What follows belongs to an exercise in optimizing a design on an open flow for small area, a short achievable clock period and few clock cycles per item; a production flow would make more cautious choices. In this exercise RTL edits were held to simulation tests only and were not proved equivalent to the original.

### flow/config.mk
export PLATFORM = sky130hd
export DESIGN_NAME = single_float_add_sub
export DESIGN_NICKNAME = single_float_add_sub
export VERILOG_FILES = /design/flow/design.v
export SDC_FILE = /design/flow/constraint.sdc
export NUM_CORES = 4
export LEC_CHECK = 0
export CAP_MARGIN = 20
export CORE_MARGIN = 2
export CORE_UTILIZATION = 40
export SLEW_MARGIN = 20
### flow/constraint.sdc
create_clock -name core_clock -period 14.0 [get_ports {clk_i}]
set_input_delay 2.8000 -clock core_clock [delete_from_list [all_inputs] [get_ports {clk_i}]]
set_output_delay 2.8000 -clock core_clock [all_outputs]
set_load 0.01 [all_outputs]
### flow/design.v
module sfa_stage_a (
  input  logic        mode_i,
  input  logic [31:0] a_bits_i,
  input  logic [31:0] b_bits_i,
  output logic [22:0] l_frac_o,
  output logic [22:0] s_frac_o,
  output logic [7:0]  l_exp_o,
  output logic [7:0]  gap_o,
  output logic        l_sign_o,   
  output logic        s_sign_o,
  output logic        zero_op_o   
);
  logic       b_sign, a_zero, b_zero, l_is_b;
  logic [8:0] d_ab, d_ba;
  always_comb begin
    b_sign = b_bits_i[31] ^ mode_i;
    a_zero = (a_bits_i[30:0] == '0);
    b_zero = (b_bits_i[30:0] == '0);
    d_ab   = {1'b0, a_bits_i[30:23]} - {1'b0, b_bits_i[30:23]};
    d_ba   = {1'b0, b_bits_i[30:23]} - {1'b0, a_bits_i[30:23]};
    l_is_b = a_zero | d_ab[8];
    l_frac_o  = l_is_b ? b_bits_i[22:0]  : a_bits_i[22:0];
    s_frac_o  = l_is_b ? a_bits_i[22:0]  : b_bits_i[22:0];
    l_exp_o   = l_is_b ? b_bits_i[30:23] : a_bits_i[30:23];
    gap_o     = d_ab[8] ? d_ba[7:0] : d_ab[7:0];
    l_sign_o  = l_is_b ? (b_sign & ~b_zero) : a_bits_i[31];
    s_sign_o  = l_is_b ? a_bits_i[31] : b_sign;
    zero_op_o = a_zero | b_zero;
  end
endmodule
module sfa_stage_b #(
  parameter int unsigned KeptAlignBits = 8
) (
  input  logic [22:0] l_frac_i,
  input  logic [22:0] s_frac_i,
  input  logic [7:0]  l_exp_i,
  input  logic [7:0]  gap_i,
  input  logic        l_sign_i,
  input  logic        s_sign_i,
  input  logic        zero_op_i,
  output logic [25:0] mag_o,      
  output logic [7:0]  l_exp_o,
  output logic        sign_o,
  output logic        zero_op_o
);
  logic [31:0] y;
  logic [25:0] x, yb;
  logic        sub, s_gt, sticky, cin, inv;
  logic [6:0]  low_or;
  logic [25:0] sum;
  always_comb begin
    sub  = (l_sign_i ^ s_sign_i) & ~zero_op_i;
    s_gt = (gap_i == 8'd0) && (s_frac_i > l_frac_i);
    y = {1'b1, s_frac_i, 8'd0} >> gap_i;
    if (gap_i > 8'(KeptAlignBits)) y[7:0] = 8'd0;
    if (zero_op_i) y = '0;
    low_or[0] = s_frac_i[0];
    for (int i = 1; i < 7; i++) low_or[i] = low_or[i-1] | s_frac_i[i];
    sticky = (gap_i >= 8'd2) && (gap_i <= 8'd8) && low_or[3'(gap_i - 8'd2)] && ~zero_op_i;
    x   = {2'b01, l_frac_i, 1'b0};
    yb  = {1'b0, y[31:7]} ^ {26{sub}};
    cin = sub & ~s_gt & ~sticky;
    inv = sub & s_gt;
    sum = x + yb + 26'(cin);
    mag_o = sum ^ {26{inv}};
    l_exp_o = l_exp_i;
    sign_o = s_gt ? s_sign_i : l_sign_i;
    zero_op_o = zero_op_i;
  end
endmodule
module sfa_stage_c (
  input  logic [25:0] mag_i,
  input  logic [7:0]  l_exp_i,
  input  logic        sign_i,
  input  logic        zero_op_i,
  output logic [31:0] result_bits_o,
  output logic        range_error_o
);
  logic [25:0] norm;
  logic [4:0]  lz;
  logic [9:0]  rexp;
  always_comb begin
    lz = 5'd0;
    for (int i = 0; i < 26; i++) begin
      if (mag_i[i]) lz = 5'(25 - i);
    end
    norm = mag_i << lz;
    rexp = {2'b00, l_exp_i} + 10'd1 - {5'd0, lz};
    range_error_o = 1'b0;
    if (mag_i == '0) begin
      result_bits_o = '0;
    end else if (zero_op_i) begin
      result_bits_o = {sign_i, l_exp_i, norm[24:2]};
    end else if (!rexp[9] && rexp > 10'd254) begin
      range_error_o = 1'b1;
      result_bits_o = {sign_i, 8'hff, 23'd0};
    end else if (rexp[9] || rexp == '0) begin
      range_error_o = 1'b1;
      result_bits_o = {sign_i, 31'd0};
    end else begin
      result_bits_o = {sign_i, rexp[7:0], norm[24:2]};
    end
  end
endmodule
module single_float_add_sub #(
  parameter int unsigned KEPT_ALIGN_BITS = 8
) (
  input  logic             clk_i,
  input  logic             rst_ni,
  input  logic             in_valid_i,
  output logic             in_stall_o,
  input  logic             mode_i,
  input  logic [31:0] a_bits_i,
  input  logic [31:0] b_bits_i,
  output logic             out_valid_o,
  input  logic             out_stall_i,
  output logic [31:0] result_bits_o,
  output logic             range_error_o
);
  logic        v1_q, v2_q, vo_q, vk_q;
  logic        adv, take, inc, o_load, k_load;
  logic [22:0] lf_d, lf_q, sf_d, sf_q;
  logic [7:0]  le1_d, le1_q, gap_d, gap_q;
  logic        ls_d, ls_q, ss_d, ss_q, z1_d, z1_q;
  logic [25:0] mag_d, mag_q;
  logic [7:0]  le2_d, le2_q;
  logic        sg2_d, sg2_q, z2_d, z2_q;
  logic [31:0] res_d, res_q, res_k;
  logic        err_d, err_q, err_k;
  sfa_stage_a u_a (
    .mode_i, .a_bits_i, .b_bits_i,
    .l_frac_o(lf_d), .s_frac_o(sf_d), .l_exp_o(le1_d), .gap_o(gap_d),
    .l_sign_o(ls_d), .s_sign_o(ss_d), .zero_op_o(z1_d)
  );
  sfa_stage_b #(.KeptAlignBits(KEPT_ALIGN_BITS)) u_b (
    .l_frac_i(lf_q), .s_frac_i(sf_q), .l_exp_i(le1_q), .gap_i(gap_q),
    .l_sign_i(ls_q), .s_sign_i(ss_q), .zero_op_i(z1_q),
    .mag_o(mag_d), .l_exp_o(le2_d), .sign_o(sg2_d), .zero_op_o(z2_d)
  );
  sfa_stage_c u_c (
    .mag_i(mag_q), .l_exp_i(le2_q), .sign_i(sg2_q), .zero_op_i(z2_q),
    .result_bits_o(res_d), .range_error_o(err_d)
  );
  assign adv = !vk_q;
  assign in_stall_o = vk_q;
  assign take = vo_q && !out_stall_i;
  assign inc = adv && v2_q;
  assign o_load = vk_q ? take : (inc && (!vo_q || take));
  assign k_load = !vk_q && inc && vo_q && !take;
  always_ff @(posedge clk_i or negedge rst_ni) begin
    if (!rst_ni) begin
      v1_q <= 1'b0;
      v2_q <= 1'b0;
      vo_q <= 1'b0;
      vk_q <= 1'b0;
    end else begin
      if (adv) begin
        v1_q <= in_valid_i;
        v2_q <= v1_q;
      end
      if (o_load) vo_q <= 1'b1;
      else if (take) vo_q <= 1'b0;
      if (k_load) vk_q <= 1'b1;
      else if (take) vk_q <= 1'b0;
    end
  end
  always_ff @(posedge clk_i) begin
    if (adv) begin
      lf_q  <= lf_d;
      sf_q  <= sf_d;
      le1_q <= le1_d;
      gap_q <= gap_d;
      ls_q  <= ls_d;
      ss_q  <= ss_d;
      z1_q  <= z1_d;
      mag_q <= mag_d;
      le2_q <= le2_d;
      sg2_q <= sg2_d;
      z2_q  <= z2_d;
    end
    if (o_load) begin
      res_q <= vk_q ? res_k : res_d;
      err_q <= vk_q ? err_k : err_d;
    end
    if (k_load) begin
      res_k <= res_d;
      err_k <= err_d;
    end
  end
  assign out_valid_o = vo_q;
  assign result_bits_o = res_q;
  assign range_error_o = err_q;
endmodule
### flow/flow/run.sh
#!/bin/bash
# The standard layout, with timing repair aiming well below the clock period
# (setup margin), so that the achieved period is short.
set -euo pipefail
bash standard.sh SETUP_SLACK_MARGIN=9.5 finish > make_finish.log 2>&1
### flow/standard.sh
#!/bin/bash
# synth_recipe.tcl (not shown) runs the flow's synth.tcl, then flattens the netlist and writes it again
# the make line also repeats each setting of config.mk as NAME=value (left out here)
make -C /OpenROAD-flow-scripts/flow DESIGN_CONFIG=/design/flow/config.mk WORK_HOME=/design/flow/orfs CLKGATE_MAP_FILE= SYNTH_SCRIPT=/design/flow/synth_recipe.tcl "${@:-finish}"
==> run notes <==
[state kept, by name, indices dropped and copies added (netlist names), 8 cells and up]
name / count
res_k: 32
res_q: 32
le2_q: 8
gap_q: 8
le1_q: 8
sf_q: 23
lf_q: 23
mag_q: 26
[kinds of logic after synthesis]
group,after synthesis,synth area share (%)
XOR/XNOR,84,5.52
AND/OR/NAND/NOR,424,15.3
adder cells (fa/ha/maj),73,7.08
multiplexers,126,11.6
AO/OA/AOI/OAI,347,17.7
buffers and inverters,140,4.31
flip-flops,171,38.4
[how the worst min path moves through the flow]
stage	cells after the start	to
CTS	0	le2_q[2]
finish	0	le2_q[2]
floorplan	0	le2_q[0]
global route	0	le2_q[1]
detailed placement	0	le2_q[2]
global placement	0	le2_q[5]
[metrics by stage]
| stage | worst slack (ns) | cell area (sq um) | instances |
|---|---|---|---|
| 3_5_place_dp | 7.94 | 14800 | 1861 |
| 5_1_grt | 9.22 | 17400 | 2009 |
| 2_1_floorplan | 8.85 | 13400 | 1365 |
| 3_3_place_gp | 8.01 | 14800 | 1861 |
| 6_report | 9.30 | 17400 | 2009 |
| 4_1_cts | 9.31 | 16600 | 1962 |
[cell type report]
type,instances,area [sq um]
multi-input cells,1054,8400
clock buffers,17,425
clock inverters,15,184
well taps,442,553
fillers,2956,15300
flip-flops and latches,171,5110
repair buffers,233,2350
inverters,76,323
repair inverters,1,5.00
[per-layer routing]
layer | routed length, um | GRT usage [%]
met1 | 16300 | 26.2
met4 | 924 | 7.39
met3 | 1710 | 3.54
met5 | 0 | 0
met2 | 18600 | 34.8
[power by group]
part           internal [W]  switching [W]  total, W
clock              0.000284       0.000221  0.000505
combinational       0.00148        0.00174   0.00322
sequential         0.000975       0.000191   0.00117
total               0.00274        0.00215   0.00489
[cell usage in the layout, fill, tap and decap left out, types with 11 or more instances in the layout]
cell type	Yosys	routed
edfxtp_1	167	167
nand2_1	123	118
buf_4	3	102
nor2_1	110	100
clkdlybuf4s50_1	0	78
mux2_2	77	73
a21oi_1	80	67
inv_1	70	61
o21ai_0	74	59
ha_1	69	57
xnor2_1	55	52
nand3_1	44	41
mux2i_1	33	32
xor2_1	29	28
a21o_1	26	25
o31ai_1	24	23
nor3_1	27	20
clkbuf_16	0	20
nor2b_1	22	18
a31oi_1	21	16
mux4_2	15	15
a21oi_2	3	14
nand4_1	12	12
or2_2	12	11
[timing repair]
action	CTS	global route
setup endpoints to repair	142	106
cloned	9	3
resized for setup	170	78
buffers inserted	60	43
pin swaps	35	34
==> impl_metrics.json <==
{
  "status": "finished clean",
  "yosysWarnings": 4,
  "finClkSkew_ns": 0.0200,
  "worst-path-buf-inv": 3,
  "endpoint": "gap_q[5]",
  "cp.depth": 13,
  "die_h_um": 186,
  "syn2layout_area_growth_pct": 30.3,
  "wl_per_cell_um": 18.7,
  "cp-startpoint": "a_bits_i[25]",
  "cts_buffers": 17,
  "grt_usage_pct": 20.5,
  "synth_nets": 1507,
  "tns_ns": 0,
  "slew_viol_final": 0,
  "hp-start": "le1_q[2]",
  "grt_max_degree": 72,
  "diodes": 0,
  "rsz0062_at_grt": "yes",
  "reg2reg_to": "mag_q[25]",
  "synth-edff-count": 167,
  "max_freq_mhz": 213,
  "critPathLaunchType": "primary input",
  "overflow": 0,
  "antenna_found_initial": 0,
  "h-tree-depth": 4,
  "worst_pin_slew_ns": 0.944,
  "power_density_mw_per_mm2": 282,
  "drive_gt1_share_pct": 27.3,
  "portBuffers": 103,
  "synthTopCellsByCount": "edfxtp_1 (167), nand2_1 (123), nor2_1 (110)",
  "ys_seq_area_share_pct": 38.4,
  "reg2reg_slack_ns": 9.49,
  "worst_setup_path_end_kind": "register",
  "cap_violations": 0,
  "cts_tree": "done",
  "core_area_sq_mm": 0.0327,
  "rr_startpoint": "gap_q[0]",
  "min_period_ns": 4.70,
  "asyncSetResetFlopFracSynth_pct": 2.34,
  "io_pins": 104,
  "yosys.area.top_type": "edfxtp_1",
  "critPathMaxFanout": 5,
  "cts.path.max_buffers": 2,
  "syn_area_per_cell_sq_um": 9.76,
  "arrival_ns": 4.90,
  "slowest_delay_ns": 0.31,
  "netlist_area_sq_mm": 0.0133,
  "synth_cell_types": 88,
  "initialDrtViolationCount": 852,
  "gp_congestion": 0.884,
  "netlist_instances": 1365,
  "peakVddDrop_mv": 0.132,
  "cts_root_buffer": "clkbuf_16",
  "power.total_w": 0.00489,
  "nets": 1696,
  "hold_class": "register to register",
  "route.detailed.drc": 0,
  "synthTopCellsByArea": "edfxtp_1 (38%), mux2_2 (6.5%), ha_1 (6.5%), xnor2_1 (3.6%), nand2_1 (3.5%)",
  "synth.most_common_cell": "edfxtp_1",
  "crit_type": "primary input to register",
  "chipWidth_um": 186,
  "synth_seq_cells": 171,
  "hold_viol": 0,
  "vias_per_cell": 5.63,
  "num_vias": 11300,
  "setup_viol": 0,
  "clock_sinks": 171,
  "utilization_pct": 53.1,
  "cp.required_ns": 14.20,
  "grt_pass1_vias": 10600,
  "relSlewSlack_pct": 37.1,
  "path_cells": "buf_4 -> inv_4 -> ha_4 -> nor2b_2 -> o21ai_2 -> a21oi_2 -> o41ai_4 -> buf_4 -> mux2_4 -> o21ai_2 -> a21oi_2 -> o221ai_2 -> xor2_1",
  "reg2regPathDepth": 16,
  "drt-pass1-iter-count": 8,
  "die-area_sq_mm": 0.0348,
  "synth_top_area_share_pct": 37.6,
  "clock_latency_ns": 0.46,
  "grt_pass1_wl_um": 56700,
  "clkTransAtPathRegs_ns": 0.06,
  "start_util_pct": 40.7,
  "ys.flop_type": "edfxtp_1",
  "wl_um": 37500,
  "hpwlAfterDp_um": 26100,
  "ant_nets": 0,
  "leakage_nw": 6.68,
  "cts.hold.buffers_added": 0,
  "row_count": 66,
  "cp_top_family": "compound AO/OA/AOI/OAI gates",
  "slowest_stage": "mux2_4",
  "whs_ns": 0.428,
  "fin_crit_sh_pct": 33.6
}
Testbench counts, summed over its fixed seeds: cycles 16,024, items 16,000.

port drivers added, routing unchanged:
The flow's constraints put no driver on any port. The routed layout listed below was extracted and timed again, unchanged, in two steps. Step 1, drivers: a clkbuf_16 drives clk_i and a buf_2 each remaining input, both assumed. Step 2 times the ports against the registers' clock, not the clock port: input delays grow and output delays shrink by t, the midpoint of the rising clock arrivals with the driver on. Three values: ideal ports, drivers, drivers and shift; two values: the first two.
t, ns: 0.504
setup WS [ns]: 9.295 / 9.300 / 8.796
slew at the worst register clock pin (ns): 0.08 / 0.08
worst data-port slew with drivers (ns): 0.06
After both steps setup and hold are still met in this run. For this run, drivers alone change the setup slack by +0.005 ns; drivers and shift together by -0.499 ns.
